This is an optimization exercise on Yosys and OpenROAD, whose aim is small area, not a production implementation. Only simulation tests tie the RTL to the original design; equivalence was not proved.

==> flow/run.sh <==
#!/bin/bash
# synth_recipe.tcl (not shown) runs the flow's synth.tcl, then flattens the netlist and writes it again
# the make line also repeats each setting of config.mk as NAME=value (left out here)
make -C /OpenROAD-flow-scripts/flow DESIGN_CONFIG=/design/flow/config.mk WORK_HOME=/design/flow/orfs CLKGATE_MAP_FILE= SYNTH_SCRIPT=/design/flow/synth_recipe.tcl finish
==> flow/config.mk <==
export PLATFORM = sky130hd
export DESIGN_NAME = cfg_top
export DESIGN_NICKNAME = cfg_top
export VERILOG_FILES = /design/flow/design.v
export SDC_FILE = /design/flow/constraint.sdc
export NUM_CORES = 4
export LEC_CHECK = 0
export CAP_MARGIN = 20
export CORE_MARGIN = 2
export CORE_UTILIZATION = 30
export SLEW_MARGIN = 20
==> flow/constraint.sdc <==
create_clock -name core_clock -period 5.0 [get_ports {clk_pcie}]
set_input_delay 1.0000 -clock core_clock [delete_from_list [all_inputs] [get_ports {clk_pcie}]]
set_output_delay 1.0000 -clock core_clock [all_outputs]
set_load 0.01 [all_outputs]
==> flow/design.v <==
package cfg_pkg;
    typedef logic [63:0] cmd_word_t;     
    typedef logic [31:0] rsp_word_t;     
    typedef logic [15:0] reg_addr_t;     
    typedef logic [15:0] half_t;
    typedef logic [31:0] dword_t;
    typedef logic [9:0]  dwaddr_t;
    typedef logic [3:0]  byte_en_t;
    typedef logic [31:0] period_t;
    localparam int RO_BITS   = 160;
    localparam int RW_BITS   = 160;
    localparam int REG_BYTES = RO_BITS / 8;
    localparam int RO_OFS_MAGIC    = 'h0;
    localparam int RO_OFS_BUSY     = 'h2;
    localparam int RO_OFS_COUNT    = 'h4;
    localparam int RO_OFS_RESULT   = 'h8;
    localparam int RO_OFS_RES_ADDR = 'hc;
    localparam int RO_OFS_PCIE_ID  = 'he;
    localparam int RO_OFS_ZERO     = 'h10;
    localparam int RW_OFS_MAGIC  = 'h0;
    localparam int RW_OFS_CTRL   = 'h2;
    localparam int RW_OFS_COUNT  = 'h4;
    localparam int RW_OFS_DATA   = 'h8;
    localparam int RW_OFS_ADDR   = 'hc;
    localparam int RW_OFS_PERIOD = 'h10;
    localparam half_t RO_MAGIC = 16'h2301;
    localparam half_t RW_MAGIC = 16'h6745;
    localparam dwaddr_t CLEAR_DWADDR = 10'd1;
    localparam dword_t  CLEAR_DATA   = 32'hff000105;
    typedef enum logic [1:0] {
        ARB_IDLE,
        ARB_HOST,
        ARB_TIMER
    } arb_state_t;
endpackage
`timescale 1ns/100ps
module cfg_regfile #(
    parameter cfg_pkg::period_t CLEAR_PERIOD_RESET = 62500
) (
    input  logic                clk_pcie,
    input  logic                rst,
    input  logic                i_cmd_valid,
    output logic                o_cmd_ready,
    input  cfg_pkg::cmd_word_t  i_cmd_data,
    output logic                o_rsp_valid,
    input  logic                i_rsp_ready,
    output cfg_pkg::rsp_word_t  o_rsp_data,
    input  logic [15:0]         i_pcie_id,
    input  logic                i_bus_busy,
    input  logic                i_rd_busy,
    input  logic                i_wr_busy,
    input  logic                i_host_ready,
    input  logic                i_result_valid,
    input  cfg_pkg::dword_t     i_result_data,
    input  cfg_pkg::dwaddr_t    i_result_dwaddr,
    input  cfg_pkg::byte_en_t   i_result_byte_en,
    output logic                o_host_req_valid,
    output logic                o_host_req_write,
    output cfg_pkg::dwaddr_t    o_host_dwaddr,
    output cfg_pkg::dword_t     o_host_di,
    output cfg_pkg::byte_en_t   o_host_byte_en,
    output logic                o_host_readonly,
    output logic                o_host_rw1c,
    output logic                o_cmd_fire,
    output logic                o_clear_en,
    output logic                o_cmd_set_en,
    output cfg_pkg::period_t    o_clear_period
);
    localparam int RD_START  = 8 * cfg_pkg::RW_OFS_CTRL;
    localparam int WR_START  = RD_START + 1;
    localparam int WAIT_CMPL = RD_START + 2;
    localparam int CLR_EN    = RD_START + 3;
    localparam int SET_EN    = RD_START + 4;
    localparam int ADDR_LSB  = 8 * cfg_pkg::RW_OFS_ADDR;
    logic [cfg_pkg::RW_BITS-1:0] rw_q;
    logic [cfg_pkg::RO_BITS-1:0] ro;
    logic [cfg_pkg::RO_BITS+15:0] rd_pad;    
    cfg_pkg::reg_addr_t cmd_addr;
    cfg_pkg::half_t     cmd_value;
    cfg_pkg::half_t     cmd_mask;
    cfg_pkg::half_t     rd_half;
    logic               cmd_read;
    logic               cmd_write;
    logic               addr_hit;
    logic [7:0]         bit_base;
    assign cmd_addr  = i_cmd_data[31:16];
    assign cmd_value = {i_cmd_data[55:48], i_cmd_data[63:56]};   
    assign cmd_mask  = {i_cmd_data[39:32], i_cmd_data[47:40]};
    assign cmd_read  = o_cmd_fire & i_cmd_data[12];
    assign cmd_write = o_cmd_fire & i_cmd_data[13] & cmd_addr[15];
    assign addr_hit  = cmd_addr[14:0] < 15'(cfg_pkg::REG_BYTES);
    assign bit_base  = {cmd_addr[4:0], 3'b000};
    assign o_cmd_ready = ~(o_rsp_valid & ~i_rsp_ready) &
                         ~(rw_q[WAIT_CMPL] & (rw_q[RD_START] | rw_q[WR_START] | i_bus_busy));
    assign o_cmd_fire  = i_cmd_valid & o_cmd_ready;
    always_comb begin
        ro = '0;     
        ro[8*cfg_pkg::RO_OFS_MAGIC +: 16]     = cfg_pkg::RO_MAGIC;
        ro[8*cfg_pkg::RO_OFS_BUSY]            = i_rd_busy;
        ro[8*cfg_pkg::RO_OFS_BUSY + 1]        = i_wr_busy;
        ro[8*cfg_pkg::RO_OFS_COUNT +: 32]     = cfg_pkg::REG_BYTES;
        ro[8*cfg_pkg::RO_OFS_RESULT +: 32]    = i_result_data;
        ro[8*cfg_pkg::RO_OFS_RES_ADDR +: 10]  = i_result_dwaddr;
        ro[8*cfg_pkg::RO_OFS_RES_ADDR + 11]   = i_result_valid;
        ro[8*cfg_pkg::RO_OFS_RES_ADDR + 12 +: 4] = i_result_byte_en;
        ro[8*cfg_pkg::RO_OFS_PCIE_ID +: 16]   = i_pcie_id;
        ro[8*cfg_pkg::RO_OFS_ZERO +: 32]      = '0;
    end
    assign rd_pad  = {16'h0000, (cmd_addr[15] ? rw_q : ro)};
    assign rd_half = addr_hit ? rd_pad[bit_base +: 16] : '0;     
    always_ff @(posedge clk_pcie) begin
        if (rst) begin
            rw_q                                    <= '0;
            rw_q[8*cfg_pkg::RW_OFS_MAGIC +: 16]     <= cfg_pkg::RW_MAGIC;
            rw_q[CLR_EN]                            <= 1'b1;
            rw_q[SET_EN]                            <= 1'b1;
            rw_q[8*cfg_pkg::RW_OFS_COUNT +: 32]     <= cfg_pkg::REG_BYTES;
            rw_q[ADDR_LSB + 12 +: 4]                <= 4'hf;
            rw_q[8*cfg_pkg::RW_OFS_PERIOD +: 32]    <= CLEAR_PERIOD_RESET;
        end else begin
            if (i_host_ready) begin
                if (rw_q[RD_START]) begin
                    rw_q[RD_START] <= 1'b0;
                end else begin
                    rw_q[WR_START] <= 1'b0;
                end
            end
            if (cmd_write && addr_hit) begin
                for (int i = 0; i < 16; i++) begin
                    if (cmd_mask[i] && (int'(bit_base) + i < cfg_pkg::RW_BITS)) begin
                        rw_q[int'(bit_base) + i] <= cmd_value[i];
                    end
                end
            end
        end
    end
    assign o_host_req_valid = rw_q[RD_START] | rw_q[WR_START];
    assign o_host_req_write = ~rw_q[RD_START];       
    assign o_host_di        = rw_q[8*cfg_pkg::RW_OFS_DATA +: 32];
    assign o_host_dwaddr    = rw_q[ADDR_LSB +: 10];
    assign o_host_readonly  = rw_q[ADDR_LSB + 10];
    assign o_host_rw1c      = rw_q[ADDR_LSB + 11];
    assign o_host_byte_en   = rw_q[ADDR_LSB + 12 +: 4];
    assign o_clear_en       = rw_q[CLR_EN];
    assign o_cmd_set_en     = rw_q[SET_EN];
    assign o_clear_period   = rw_q[8*cfg_pkg::RW_OFS_PERIOD +: 32];
    always_ff @(posedge clk_pcie) begin
        if (rst) begin
            o_rsp_valid <= 1'b0;
        end else if (cmd_read) begin
            o_rsp_valid <= 1'b1;
        end else if (i_rsp_ready) begin
            o_rsp_valid <= 1'b0;
        end
    end
    always_ff @(posedge clk_pcie) begin
        if (cmd_read) begin
            o_rsp_data <= {cmd_addr, rd_half[7:0], rd_half[15:8]};
        end
    end
endmodule
`timescale 1ns/100ps
module cfg_mgmt_arbiter (
    input  logic                clk_pcie,
    input  logic                rst,
    input  logic                i_host_req_valid,
    input  logic                i_host_req_write,
    input  cfg_pkg::dwaddr_t    i_host_dwaddr,
    input  cfg_pkg::dword_t     i_host_di,
    input  cfg_pkg::byte_en_t   i_host_byte_en,
    input  logic                i_host_readonly,
    input  logic                i_host_rw1c,
    input  logic                i_timer_req_valid,
    input  cfg_pkg::byte_en_t   i_timer_byte_en,
    input  cfg_pkg::dword_t     i_cfg_mgmt_do,
    input  logic                i_cfg_mgmt_rd_wr_done,
    output logic                o_host_ready,
    output logic                o_timer_ready,
    output logic                o_bus_busy,
    output logic                o_rd_busy,
    output logic                o_wr_busy,
    output logic                o_result_valid,
    output cfg_pkg::dword_t     o_result_data,
    output cfg_pkg::dwaddr_t    o_result_dwaddr,
    output cfg_pkg::byte_en_t   o_result_byte_en,
    output logic                o_cfg_mgmt_rd_en,
    output logic                o_cfg_mgmt_wr_en,
    output cfg_pkg::dwaddr_t    o_cfg_mgmt_dwaddr,
    output cfg_pkg::dword_t     o_cfg_mgmt_di,
    output cfg_pkg::byte_en_t   o_cfg_mgmt_byte_en,
    output logic                o_cfg_mgmt_wr_readonly,
    output logic                o_cfg_mgmt_wr_rw1c_as_rw
);
    cfg_pkg::arb_state_t state_q;
    logic rd_en_q;
    logic wr_en_q;
    assign o_host_ready  = (state_q == cfg_pkg::ARB_IDLE) & i_host_req_valid;     
    assign o_timer_ready = (state_q == cfg_pkg::ARB_IDLE) & ~i_host_req_valid & i_timer_req_valid;
    assign o_bus_busy    = state_q != cfg_pkg::ARB_IDLE;
    assign o_rd_busy     = rd_en_q;
    assign o_wr_busy     = wr_en_q;
    assign o_cfg_mgmt_rd_en = rd_en_q & ~i_cfg_mgmt_rd_wr_done;
    assign o_cfg_mgmt_wr_en = wr_en_q & ~i_cfg_mgmt_rd_wr_done;
    always_ff @(posedge clk_pcie) begin
        if (rst) begin
            state_q        <= cfg_pkg::ARB_IDLE;
            rd_en_q        <= 1'b0;
            wr_en_q        <= 1'b0;
            o_result_valid <= 1'b0;
        end else begin
            case (state_q)
                cfg_pkg::ARB_IDLE: begin
                    if (o_host_ready) begin
                        state_q        <= cfg_pkg::ARB_HOST;
                        rd_en_q        <= ~i_host_req_write;
                        wr_en_q        <= i_host_req_write;
                        o_result_valid <= 1'b0;
                    end else if (o_timer_ready) begin
                        state_q        <= cfg_pkg::ARB_TIMER;
                        wr_en_q        <= 1'b1;     
                        o_result_valid <= 1'b0;
                    end
                end
                default: begin
                    if (i_cfg_mgmt_rd_wr_done) begin
                        state_q        <= cfg_pkg::ARB_IDLE;
                        rd_en_q        <= 1'b0;
                        wr_en_q        <= 1'b0;
                        o_result_valid <= 1'b1;
                    end
                end
            endcase
        end
    end
    always_ff @(posedge clk_pcie) begin
        if (o_host_ready) begin
            o_cfg_mgmt_dwaddr        <= i_host_dwaddr;
            o_cfg_mgmt_di            <= i_host_di;
            o_cfg_mgmt_byte_en       <= i_host_byte_en;
            o_cfg_mgmt_wr_readonly   <= i_host_readonly;
            o_cfg_mgmt_wr_rw1c_as_rw <= i_host_rw1c;
        end else if (o_timer_ready) begin
            o_cfg_mgmt_dwaddr        <= cfg_pkg::CLEAR_DWADDR;
            o_cfg_mgmt_di            <= cfg_pkg::CLEAR_DATA;
            o_cfg_mgmt_byte_en       <= i_timer_byte_en;
            o_cfg_mgmt_wr_readonly   <= 1'b0;
            o_cfg_mgmt_wr_rw1c_as_rw <= 1'b0;
        end
        if (o_bus_busy && i_cfg_mgmt_rd_wr_done) begin
            o_result_data    <= i_cfg_mgmt_do;
            o_result_dwaddr  <= o_cfg_mgmt_dwaddr;
            o_result_byte_en <= o_cfg_mgmt_byte_en;
        end
    end
endmodule
`timescale 1ns/100ps
module status_clear_timer (
    input  logic                clk_pcie,
    input  logic                rst,
    input  logic                i_cmd_fire,
    input  logic                i_bus_busy,
    input  logic                i_clear_en,
    input  logic                i_cmd_set_en,
    input  cfg_pkg::period_t    i_clear_period,
    input  logic                i_ready,
    output logic                o_req_valid,
    output cfg_pkg::byte_en_t   o_byte_en
);
    cfg_pkg::period_t count_q;
    logic             enabled;
    logic             advance;
    assign enabled = i_clear_en | i_cmd_set_en;
    assign advance = enabled & ~i_cmd_fire & ~i_bus_busy & ~o_req_valid;
    always_ff @(posedge clk_pcie) begin
        if (rst) begin
            count_q     <= '0;
            o_req_valid <= 1'b0;
        end else begin
            if (!enabled) begin
                count_q <= '0;
            end else if (advance) begin
                if (count_q > i_clear_period) begin
                    count_q     <= '0;
                    o_req_valid <= 1'b1;
                end else begin
                    count_q <= count_q + 1'b1;
                end
            end
            if (i_ready) begin
                o_req_valid <= 1'b0;
            end
        end
    end
    always_ff @(posedge clk_pcie) begin
        if (advance && count_q > i_clear_period) begin
            o_byte_en <= {i_clear_en, 1'b0, i_cmd_set_en, i_cmd_set_en};
        end
    end
endmodule
`timescale 1ns/100ps
module cfg_top #(
    parameter cfg_pkg::period_t CLEAR_PERIOD_RESET = 62500
) (
    input  logic                clk_pcie,
    input  logic                rst,
    input  logic                i_cmd_valid,
    output logic                o_cmd_ready,
    input  cfg_pkg::cmd_word_t  i_cmd_data,
    output logic                o_rsp_valid,
    input  logic                i_rsp_ready,
    output cfg_pkg::rsp_word_t  o_rsp_data,
    input  logic [15:0]         i_pcie_id,
    output logic                o_cfg_mgmt_rd_en,
    output logic                o_cfg_mgmt_wr_en,
    output cfg_pkg::dwaddr_t    o_cfg_mgmt_dwaddr,
    output cfg_pkg::dword_t     o_cfg_mgmt_di,
    output cfg_pkg::byte_en_t   o_cfg_mgmt_byte_en,
    output logic                o_cfg_mgmt_wr_readonly,
    output logic                o_cfg_mgmt_wr_rw1c_as_rw,
    input  cfg_pkg::dword_t     i_cfg_mgmt_do,
    input  logic                i_cfg_mgmt_rd_wr_done
);
    logic host_req_valid, host_req_write, host_readonly, host_rw1c, host_ready;
    cfg_pkg::dwaddr_t  host_dwaddr;
    cfg_pkg::dword_t   host_di;
    cfg_pkg::byte_en_t host_byte_en;
    logic timer_req_valid, timer_ready, cmd_fire, clear_en, cmd_set_en;
    cfg_pkg::byte_en_t timer_byte_en;
    cfg_pkg::period_t  clear_period;
    logic bus_busy, rd_busy, wr_busy, result_valid;
    cfg_pkg::dword_t   result_data;
    cfg_pkg::dwaddr_t  result_dwaddr;
    cfg_pkg::byte_en_t result_byte_en;
    cfg_regfile #(
        .CLEAR_PERIOD_RESET(CLEAR_PERIOD_RESET)
    ) u_regfile (
        .clk_pcie, .rst,
        .i_cmd_valid, .o_cmd_ready, .i_cmd_data,
        .o_rsp_valid, .i_rsp_ready, .o_rsp_data,
        .i_pcie_id,
        .i_bus_busy       (bus_busy),
        .i_rd_busy        (rd_busy),
        .i_wr_busy        (wr_busy),
        .i_host_ready     (host_ready),
        .i_result_valid   (result_valid),
        .i_result_data    (result_data),
        .i_result_dwaddr  (result_dwaddr),
        .i_result_byte_en (result_byte_en),
        .o_host_req_valid (host_req_valid),
        .o_host_req_write (host_req_write),
        .o_host_dwaddr    (host_dwaddr),
        .o_host_di        (host_di),
        .o_host_byte_en   (host_byte_en),
        .o_host_readonly  (host_readonly),
        .o_host_rw1c      (host_rw1c),
        .o_cmd_fire       (cmd_fire),
        .o_clear_en       (clear_en),
        .o_cmd_set_en     (cmd_set_en),
        .o_clear_period   (clear_period)
    );
    status_clear_timer u_timer (
        .clk_pcie, .rst,
        .i_cmd_fire     (cmd_fire),
        .i_bus_busy     (bus_busy),
        .i_clear_en     (clear_en),
        .i_cmd_set_en   (cmd_set_en),
        .i_clear_period (clear_period),
        .i_ready        (timer_ready),
        .o_req_valid    (timer_req_valid),
        .o_byte_en      (timer_byte_en)
    );
    cfg_mgmt_arbiter u_arbiter (
        .clk_pcie, .rst,
        .i_host_req_valid  (host_req_valid),
        .i_host_req_write  (host_req_write),
        .i_host_dwaddr     (host_dwaddr),
        .i_host_di         (host_di),
        .i_host_byte_en    (host_byte_en),
        .i_host_readonly   (host_readonly),
        .i_host_rw1c       (host_rw1c),
        .i_timer_req_valid (timer_req_valid),
        .i_timer_byte_en   (timer_byte_en),
        .i_cfg_mgmt_do, .i_cfg_mgmt_rd_wr_done,
        .o_host_ready      (host_ready),
        .o_timer_ready     (timer_ready),
        .o_bus_busy        (bus_busy),
        .o_rd_busy         (rd_busy),
        .o_wr_busy         (wr_busy),
        .o_result_valid    (result_valid),
        .o_result_data     (result_data),
        .o_result_dwaddr   (result_dwaddr),
        .o_result_byte_en  (result_byte_en),
        .o_cfg_mgmt_rd_en, .o_cfg_mgmt_wr_en,
        .o_cfg_mgmt_dwaddr, .o_cfg_mgmt_di, .o_cfg_mgmt_byte_en,
        .o_cfg_mgmt_wr_readonly, .o_cfg_mgmt_wr_rw1c_as_rw
    );
endmodule
==> results.ini <==
[yosys]
synth_area_leaders=dfxtp_1 (18%), edfxtp_1 (17%), nor2_1 (3.9%)
synthMuxAreaShare=0.0784
ys_seq_area_frac=0.349
synthXorXnorAreaFrac=0.0136
syn_nets=2842
synth.yosys.warnings=3
yosysUniqueCellTypes=88
postSynth.asyncResetShare=0
yosysTopAreaCell=dfxtp_1
synth_commonest_cells=nor2_1 (235), nand2_1 (210), dfxtp_1 (199), clkbuf_1 (195), nor3_1 (161)
syn_avg_cell_area_um2=8.37
synth-seq-cells=327
synth_ff_type=dfxtp_1
synth_top_family_by_area=compound AO/OA/AOI/OAI gates
mappedNetlistArea_um2=22500
synth-compound-area-share=0.244
synthAdderAreaFrac=0.0240
synthSimpleGateAreaFrac=0.229
synth_top_area_share=0.177
synth_most_common_cell=nor2_1
syn-instance-count=2682
synth_edf_count=128

[timing]
maxSlewHeadroom=0.200
hold_ws_ns=0.450
skew_ns=0.0391
final_max_slew_viol_count=0
tightestPinTransition_ns=1.20
fin_crit_sh=0.776
worst_slack_ns=1.12
setup_viol=0
layout_min_cycle_time_ns=3.88
rsz0062_at_grt=false
finalHoldViolCount=0
max_freq_ghz=0.258
setup-tns-final_ns=0

[place]
place_area_um2=25500
placed_cells=3694
post-place-ws_ns=0.803
dpl.hpwl_um=82300
gp_congestion=1.04
io_buffer_count=186

[cts]
cts_tree=built
clk_latency_ns=0.61
clkTransAtPathRegs_ns=0.06
cts_made_buffers=40
post_cts_buffers=0
cts_root_buf=clkbuf_16
cts_resized=0
cts.sinks=327
clock_path_buffers=3
htreeDepth=2
holdBufCountCts=0

[die]
die_x_um=278
row_count=100
start_util=0.302
ioPinCount=201
die_y_um=278
core_um2=74300
die_area_um2=77000

[job]
maxCapViolations=0

[cells_and_area]
drive_gt1_frac=0.115
fin_util=0.363
finalInstanceArea_um2=27000
layout.cells.non_filler=3774
final-seq-area_um2=7830
nets=2928
multi_input_area_um2=13200
syn2layout_area_growth_pct=20.2
fill_cells=7628

[global_routing]
grt_overflow=0
grt-busiest-layer=met2
grtUsageMet1=0.368
grt_util_met3=0.0924
first_global_vias=22800
grt_max_degree=131
antenna_found_initial=15
gr-usage-all-layers=0.290
grt_pass1_wl_um=166000
globalRouteMet2Util=0.422

[power_and_ir_drop]
p_total_mw=7.15
power_frac_comb=0.153
clockPowerShare=0.459
p_int_mw=5.04
switching_share=0.295
irDropWorstVdd_mv=0.195
cellLeakagePower_nw=9.06
cellPowerDensity_nw_per_um2=265
p_seq_frac=0.388
power_switching_mw=2.11

[routing]
drtIter0Drc=4393
viasPerCell=6.60
drt_wl_total_um=116000
num_vias=24900
post-route-drc-count=0
firstDrtPassIters=6
ant_nets=0
route.detailed.wl_per_inst_um=30.7

[critical_path]
slowest_delay_ns=0.54
startpoint_type=input port
critPathRequiredTime_ns=5.48
cp_max_fo=31
critPathKind=input port to flop
slowest_stage=nor2_1
critPathArrivalTime_ns=4.36
worst_path_most_repeated_cell=buf_4
path_cells=buf_6 -> ha_1 -> buf_4 -> ha_1 -> buf_4 -> buf_4 -> clkinv_1 -> nor2_1 -> and3_1 -> and2_1 -> a211oi_1 -> a211oi_1
end_kind=flop

[min_path]
hp-class=flop to flop

[run_status]
status=complete, no violations

[metal layers]
metal	part of all wire	vias to the layer above
met2	0.41	2000
met5	0.0010	-
met3	0.14	509
li1	-	10500
met4	0.077	16
met1	0.37	11800
[cells in the final DEF, fill, tap and decap left out, drive strengths merged, types with 75 or more instances in the layout]
master and count:
clkdlybuf4s50 179, nor2 236, dfxtp 199, nand4 79
nor3 162, mux2i 88, a21oi 121, nand2 210
buf 149, o21ai 113, nand3 113, edfxtp 128
a32oi 75
[registers in the layout, indices dropped and copies added (netlist names), 2 cells and up]
signal / count
u_arbiter.o_result_dwaddr: 10
u_arbiter.o_cfg_mgmt_di: 32
u_arbiter.o_result_byte_en: 4
u_timer.o_byte_en: 2
u_regfile.o_rsp_data: 32
u_arbiter.o_result_data: 32
u_regfile.rw_q: 160
u_arbiter.o_cfg_mgmt_dwaddr: 10
u_timer.count_q: 32
u_arbiter.o_cfg_mgmt_byte_en: 4
u_arbiter.state_q: 2
[power groups by stage]
stage / logic [mW] / registers, mW / clock network, mW
2_1_floorplan: 0.523 / 2.84 / 0
3_3_place_gp: 1.02 / 2.83 / 0
3_5_place_dp: 1.02 / 2.83 / 0
4_1_cts: 1.02 / 2.77 / 3.31
5_1_grt: 1.10 / 2.77 / 3.42
6_report: 1.09 / 2.77 / 3.29
[final cells by class]
cell class,count,share of cell area
timing repair buffer,328,0.112
sequential,327,0.290
multi-input combinational,2006,0.490
antenna,5,0.000463
clock buffer,49,0.0398
inverter,65,0.00904
clock inverter,25,0.0135
tap,969,0.0449
[final timing paths]
kind,from,endpoint,slack (ns),cells after the start
max reg2reg,u_regfile.rw_q[131],u_timer.o_byte_en[3],1.62,7
min reg2reg,u_arbiter.o_cfg_mgmt_dwaddr[0],u_arbiter.o_result_dwaddr[0],0.45,0
min,u_arbiter.o_cfg_mgmt_dwaddr[0],u_arbiter.o_result_dwaddr[0],0.45,0
max,i_cmd_data[16],u_regfile.rw_q[132],1.12,12
[cell families after synthesis]
| logic type | Yosys count |
|---|---|
| simple gates | 1022 |
| compound gates | 765 |
| flops | 327 |
| fa+ha+maj | 43 |
| xor+xnor | 34 |
| buf+inv | 349 |
| mux | 142 |
[worst max-delay path: cells and delay by family]
kind / cells / cell delay [ns]
fa+ha+maj: 2 / 0.60
compound gates: 2 / 0.38
simple gates: 3 / 1.17
buf+inv: 5 / 1.16

==> afterwards: timing with drivers on the ports <==
The results above use ideal ports. As a check the final layout listed here was re-extracted and re-timed, cells and wires unchanged.
Step 1, drivers: a clkbuf_16 drives clk_pcie and a buf_2 each remaining input, both assumed.
Step 2, shift: input delay + t, output delay - t, t = (earliest + latest rising clock arrival at the registers) / 2. This alone moves slack from input paths to output paths.
Three values: no drivers, after step 1, after step 2; two values: the first two.
t (ns): 0.657
setup slack, ns: 1.122 / 1.151 / 0.494
worst setup path at the end: input to register
After both steps this run still meets setup and hold. The setup slack of this run moves by +0.029 ns with the drivers and by -0.628 ns with both steps.
